From an optimization exercise on the open Yosys and OpenROAD flow, aimed at small area and few clock cycles; shortcuts taken in it are not production practice. In this exercise RTL edits were held to simulation tests only and were not proved equivalent to the original. No activity file was given, so power comes from the tool's default toggle rates. The clock port is modelled as an ideal driver; clocking choices that lean on that would not hold on a real chip.

==> flow/design.v <==
module tx_ingress (
	input wire usr_clk,
	input wire usr_rst_,
	input wire beat_valid,	 
	input wire [71:0] beat,
	output wire wr_en,	 
	output wire [65:0] wr_ent,
	output reg drop_credit,	 
	output reg [31:0] frame_err_cnt
);
	reg pkt_open;	 
	wire beat_ok;	 
	wire beat_bad;
	wire tail;
	wire [31:0] err_cy;	 
	assign beat_ok = beat[7] ^ pkt_open;
	assign wr_en = beat_valid & beat_ok;
	assign beat_bad = beat_valid & ~beat_ok;
	assign tail = beat[6] & (beat[5:3] != 3'd0);
	tx_cnt_inc #(.W(32)) u_err_inc (.q(frame_err_cnt), .en(beat_bad), .t(err_cy));
	assign wr_ent = {tail ? beat[5:3] : beat[71:69], beat[68:8], beat[6], tail};
	always @(posedge usr_clk)
	begin
		if (!usr_rst_)
		begin
			pkt_open <= 1'b0;
			drop_credit <= 1'b0;
			frame_err_cnt <= 32'd0;
		end
		else
		begin
			drop_credit <= beat_bad;
			if (wr_en)
				pkt_open <= ~beat[6];
			frame_err_cnt <= frame_err_cnt ^ err_cy;	 
		end
	end
endmodule
module tx_cnt_inc #(
	parameter W = 32
) (
	input wire [W-1:0] q,
	input wire en,
	output wire [W-1:0] t
);
	localparam NG = (W + 3) / 4;
	wire [NG:0] gc;	 
	wire [4*NG-1:0] qq;
	wire [4*NG-1:0] tt;
	genvar k;
	assign qq = {{(4*NG-W){1'b0}}, q};
	assign gc[0] = en;
	generate
		for (k = 0; k < NG; k = k + 1)
		begin : grp
			assign gc[k+1] = gc[k] & (&qq[4*k+3:4*k]);
			assign tt[4*k] = gc[k];
			assign tt[4*k+1] = gc[k] & qq[4*k];
			assign tt[4*k+2] = gc[k] & qq[4*k] & qq[4*k+1];
			assign tt[4*k+3] = gc[k] & qq[4*k] & qq[4*k+1] & qq[4*k+2];
		end
	endgenerate
	assign t = tt[W-1:0];
endmodule
module tx_pkt_fifo (
	input wire usr_clk,
	input wire usr_rst_,
	input wire wr_en,	 
	input wire [65:0] wr_ent,
	input wire pop,	 
	output wire [65:0] head,
	output wire next_eop,	 
	output wire pkt_ready	 
);
	localparam DEPTH = 16;
	reg [63:0] dat [0:DEPTH-1];
	reg [1:0] meta [0:DEPTH-1];
	wire [DEPTH:0] acc;	 
	wire [DEPTH-1:0] full;	 
	wire [DEPTH-1:0] eop;
	wire [DEPTH:0] run;	 
	genvar g;
	assign acc[DEPTH] = pop;
	assign run[DEPTH] = 1'b1;
	generate
		for (g = 0; g < DEPTH; g = g + 1)
		begin : st
			assign full[g] = meta[g][1] | ~meta[g][0];
			assign eop[g] = meta[g][1];
			assign acc[g] = ~full[g] | acc[g+1];
			assign run[g] = run[g+1] & full[g];
		end
	endgenerate
	assign head = {dat[DEPTH-1], meta[DEPTH-1]};
	assign next_eop = eop[DEPTH-2];
	assign pkt_ready = (|(eop & run[DEPTH-1:0])) | (wr_en & wr_ent[1] & run[1]);
	integer i;
	always @(posedge usr_clk)
	begin
		if (acc[0])
			dat[0] <= wr_ent[65:2];
		for (i = 1; i < DEPTH; i = i + 1)
			if (acc[i])
				dat[i] <= dat[i-1];
	end
	always @(posedge usr_clk)
	begin
		if (!usr_rst_)
		begin
			for (i = 0; i < DEPTH; i = i + 1)
				meta[i] <= 2'b01;
		end
		else
		begin
			if (acc[0])
				meta[0] <= wr_en ? wr_ent[1:0] : 2'b01;
			for (i = 1; i < DEPTH; i = i + 1)
				if (acc[i])
					meta[i] <= meta[i-1];
		end
	end
endmodule
module xgmii_tx_encap (
	input wire usr_clk,
	input wire usr_rst_,
	input wire pkt_ready,	 
	input wire [65:0] head,	 
	input wire next_eop,	 
	output wire pop,	 
	output reg pop_credit,	 
	output reg [71:0] xgmii,
	output reg [31:0] tx_pkt_cnt,
	output reg [31:0] tx_byte_cnt
);
	localparam [7:0] XGMII_IDLE = 8'h07;
	localparam [7:0] XGMII_START = 8'hFB;
	localparam [7:0] XGMII_TERM = 8'hFD;
	localparam [7:0] XGMII_PREAMBLE = 8'h55;
	localparam [7:0] XGMII_SFD = 8'hD5;
	localparam [1:0] ST_IDLE = 2'd0;
	localparam [1:0] ST_START = 2'd1;
	localparam [1:0] ST_DATA = 2'd2;
	localparam [1:0] ST_TERM = 2'd3;
	reg [1:0] state_q;
	reg [1:0] state_d;
	wire [63:0] hd;
	wire h_eop;
	wire h_tail;
	wire [2:0] h_lb;
	wire [3:0] lo_sum;
	wire [28:0] byte_cy;	 
	wire [31:0] pkt_cy;
	integer i;
	assign hd = head[65:2];
	assign h_eop = head[1];
	assign h_tail = head[0];
	assign h_lb = hd[63:61];
	assign pop = (state_q == ST_DATA);
	assign lo_sum = {1'b0, tx_byte_cnt[2:0]} + {1'b0, h_lb};
	tx_cnt_inc #(.W(29)) u_byte_inc (.q(tx_byte_cnt[31:3]), .en(~h_tail | lo_sum[3]), .t(byte_cy));
	tx_cnt_inc #(.W(32)) u_pkt_inc (.q(tx_pkt_cnt), .en(h_eop), .t(pkt_cy));
	always @(*)
	begin
		case (state_q)
			ST_IDLE: state_d = pkt_ready ? ST_START : ST_IDLE;
			ST_START: state_d = ST_DATA;
			ST_DATA: state_d = h_eop ? (h_tail ? ST_IDLE : ST_TERM) : ST_DATA;
			default: state_d = ST_IDLE;
		endcase
	end
	always @(*)
	begin
		xgmii = {{8{XGMII_IDLE}}, 8'hFF};
		case (state_q)
			ST_START: xgmii = {XGMII_SFD, {6{XGMII_PREAMBLE}}, XGMII_START, 8'h01};
			ST_TERM: xgmii[15:8] = XGMII_TERM;
			ST_DATA:
			begin
				for (i = 0; i < 8; i = i + 1)
				begin
					if (!h_tail || (i < h_lb))
					begin
						xgmii[i*8+8 +: 8] = hd[i*8 +: 8];
						xgmii[i] = 1'b0;
					end
					else if (i == h_lb)
						xgmii[i*8+8 +: 8] = XGMII_TERM;
				end
			end
			default: ;
		endcase
	end
	always @(posedge usr_clk)
	begin
		if (!usr_rst_)
		begin
			state_q <= ST_IDLE;
			pop_credit <= 1'b0;
			tx_pkt_cnt <= 32'd0;
			tx_byte_cnt <= 32'd0;
		end
		else
		begin
			state_q <= state_d;
			case (state_q)
				ST_IDLE: pop_credit <= pkt_ready;
				ST_START: pop_credit <= ~h_eop;
				ST_DATA: pop_credit <= ~h_eop & ~next_eop;
				default: pop_credit <= 1'b0;
			endcase
			if (pop)
			begin
				if (h_tail)
					tx_byte_cnt[2:0] <= lo_sum[2:0];
				tx_byte_cnt[31:3] <= tx_byte_cnt[31:3] ^ byte_cy;
				tx_pkt_cnt <= tx_pkt_cnt ^ pkt_cy;
			end
		end
	end
endmodule
module tcore_fmac_tx (
	input wire usr_clk,
	input wire usr_rst_,
	input wire beat_valid,
	input wire [71:0] beat,
	output wire [1:0] credit_ret,	 
	output wire [71:0] xgmii,
	output wire [31:0] tx_pkt_cnt,
	output wire [31:0] tx_byte_cnt,
	output wire [31:0] frame_err_cnt
);
	wire wr_en;	 
	wire [65:0] wr_ent;	 
	wire drop_credit;	 
	wire pop;	 
	wire [65:0] head;
	wire next_eop;
	wire pkt_ready;
	wire pop_credit;	 
	assign credit_ret = {drop_credit & pop_credit, drop_credit ^ pop_credit};
	tx_ingress u_ingress (
		.usr_clk(usr_clk),
		.usr_rst_(usr_rst_),
		.beat_valid(beat_valid),
		.beat(beat),
		.wr_en(wr_en),
		.wr_ent(wr_ent),
		.drop_credit(drop_credit),
		.frame_err_cnt(frame_err_cnt)
	);
	tx_pkt_fifo u_fifo (
		.usr_clk(usr_clk),
		.usr_rst_(usr_rst_),
		.wr_en(wr_en),
		.wr_ent(wr_ent),
		.pop(pop),
		.head(head),
		.next_eop(next_eop),
		.pkt_ready(pkt_ready)
	);
	xgmii_tx_encap u_encap (
		.usr_clk(usr_clk),
		.usr_rst_(usr_rst_),
		.pkt_ready(pkt_ready),
		.head(head),
		.next_eop(next_eop),
		.pop(pop),
		.pop_credit(pop_credit),
		.xgmii(xgmii),
		.tx_pkt_cnt(tx_pkt_cnt),
		.tx_byte_cnt(tx_byte_cnt)
	);
endmodule
==> flow/config.mk <==
export PLATFORM = sky130hd
export DESIGN_NAME = tcore_fmac_tx
export DESIGN_NICKNAME = tcore_fmac_tx
export VERILOG_FILES = /design/flow/design.v
export SDC_FILE = /design/flow/constraint.sdc
export NUM_CORES = 4
export LEC_CHECK = 0
export CAP_MARGIN = 20
export CORE_MARGIN = 2
export CORE_UTILIZATION = 40
export SLEW_MARGIN = 20
==> flow/constraint.sdc <==
create_clock -name core_clock -period 6.4 [get_ports {usr_clk}]
set_input_delay 1.2800 -clock core_clock [delete_from_list [all_inputs] [get_ports {usr_clk}]]
set_output_delay 1.2800 -clock core_clock [all_outputs]
set_load 0.01 [all_outputs]
standard.sh (not shown) runs the stock make flow with config.mk's settings and CLKGATE_MAP_FILE= SYNTH_SCRIPT=/design/flow/synth_recipe.tcl, a recipe that flattens the netlist after the stock synthesis.
==> flow/flow/run.sh <==
#!/bin/bash
# Standard ORFS layout with small port buffers and a leaner clock tree.
export BUFFER_PORTS_ARGS="-buffer_cell sky130_fd_sc_hd__buf_1"
export CTS_ARGS="-sink_clustering_enable -repair_clock_nets -dont_use_dummy_load -buf_list sky130_fd_sc_hd__clkbuf_16 -sink_clustering_buffer sky130_fd_sc_hd__clkbuf_8 -sink_clustering_size 16 -sink_clustering_max_diameter 45"
bash standard.sh > standard.log 2>&1
Testbench counts at the start, summed over its fixed seeds: cycles 13,634.
==> next run, changes <==
==> flow/flow/run.sh (replaced) <==
#!/bin/bash
# Standard ORFS layout with small port buffers and a leaner clock tree.
export BUFFER_PORTS_ARGS="-buffer_cell sky130_fd_sc_hd__buf_1"
export CTS_ARGS="-sink_clustering_enable -repair_clock_nets -dont_use_dummy_load -buf_list sky130_fd_sc_hd__clkbuf_16 -sink_clustering_size 36 -sink_clustering_max_diameter 70"
bash standard.sh > standard.log 2>&1
- PLACE_DENSITY: default -> 0.7
Hold slack improves by 25 ps. Global-route usage rose by 0.38 points. Routed wire length went up by 6.0%. Sequential cell count does not change. Utilization falls by 0.40 points.
==> next run, changes <==
==> flow/flow/run.sh (replaced) <==
#!/bin/bash
# Standard ORFS layout with small port buffers and a leaner clock tree.
export BUFFER_PORTS_ARGS="-buffer_cell sky130_fd_sc_hd__buf_1"
export CTS_ARGS="-sink_clustering_enable -repair_clock_nets -dont_use_dummy_load -buf_list sky130_fd_sc_hd__clkbuf_16 -sink_clustering_size 40 -sink_clustering_max_diameter 60"
bash standard.sh > standard.log 2>&1
- CORE_UTILIZATION: 40 -> 65
- PLACE_DENSITY: 0.7 -> default
Outcome: Setup slack improved by 120 ps; clock power grows by a few percent; fmax grows by a few percent; cell area shrinks slightly; wire length shrinks by about a fifth.
==> next run, changes <==
==> flow/flow/run.sh (replaced) <==
#!/bin/bash
# Standard ORFS layout with small port buffers and a leaner clock tree.
export BUFFER_PORTS_ARGS="-buffer_cell sky130_fd_sc_hd__buf_1"
export CTS_ARGS="-sink_clustering_enable -repair_clock_nets -dont_use_dummy_load -buf_list sky130_fd_sc_hd__clkbuf_16 -sink_clustering_size 40 -sink_clustering_max_diameter 80"
bash standard.sh > standard.log 2>&1
- CORE_UTILIZATION: 65 -> 40
What happened:
- The new run completed without violations
- cell area increases by 0.98%
- flip-flop and latch count does not change
- global-route usage decreases by 4.5 points
- cell count increases by 17%
- non-clock buffer count increases by 2
- routed wire length increases by 13%
- total power decreases by 1.8%
- via count increases by 0.57%
- sequential share of layout area decreases by 0.79 points
- setup slack loses 120 ps
- hold slack loses 7.8 ps

## afterwards: timing with drivers on the ports
The results above use ideal ports. As a check the final layouts listed here were re-extracted and re-timed, cells and wires unchanged. Step 1: set_driving_cell puts a clkbuf_16 on usr_clk and a buf_2 on each other input, an assumption about the parent block. Step 2 adds t to the input delays and takes it off the output delays; t is the mean of the earliest and latest rising clock arrival at the registers after step 1. Input paths then give back, and output paths get back, about the clock's delay inside the block. a / b / c = ideal ports / drivers / drivers and shift; a / b = the first two.
| run | shift t [ns] | slack for setup (ns) | hold slack, ns | worst setup path at the end | worst register clock-pin slew, ns |
|---|---|---|---|---|---|
| the first run | 0.648 | 1.821 / 1.759 / 2.407 | 0.358 / 0.358 / 0.358 | register to output | 0.09 / 0.09 |
| the second run | 0.654 | 1.817 / 1.759 / 2.413 | 0.383 / 0.383 / 0.383 | register to output | 0.12 / 0.12 |
| the third run | 0.656 | 1.937 / 1.878 / 1.985 | 0.364 / 0.364 / 0.364 | register to register | 0.12 / 0.12 |
| the fourth run | 0.646 | 1.812 / 1.747 / 2.393 | 0.356 / 0.356 / 0.356 | register to output | 0.13 / 0.13 |
After both steps every run listed still meets setup and hold.
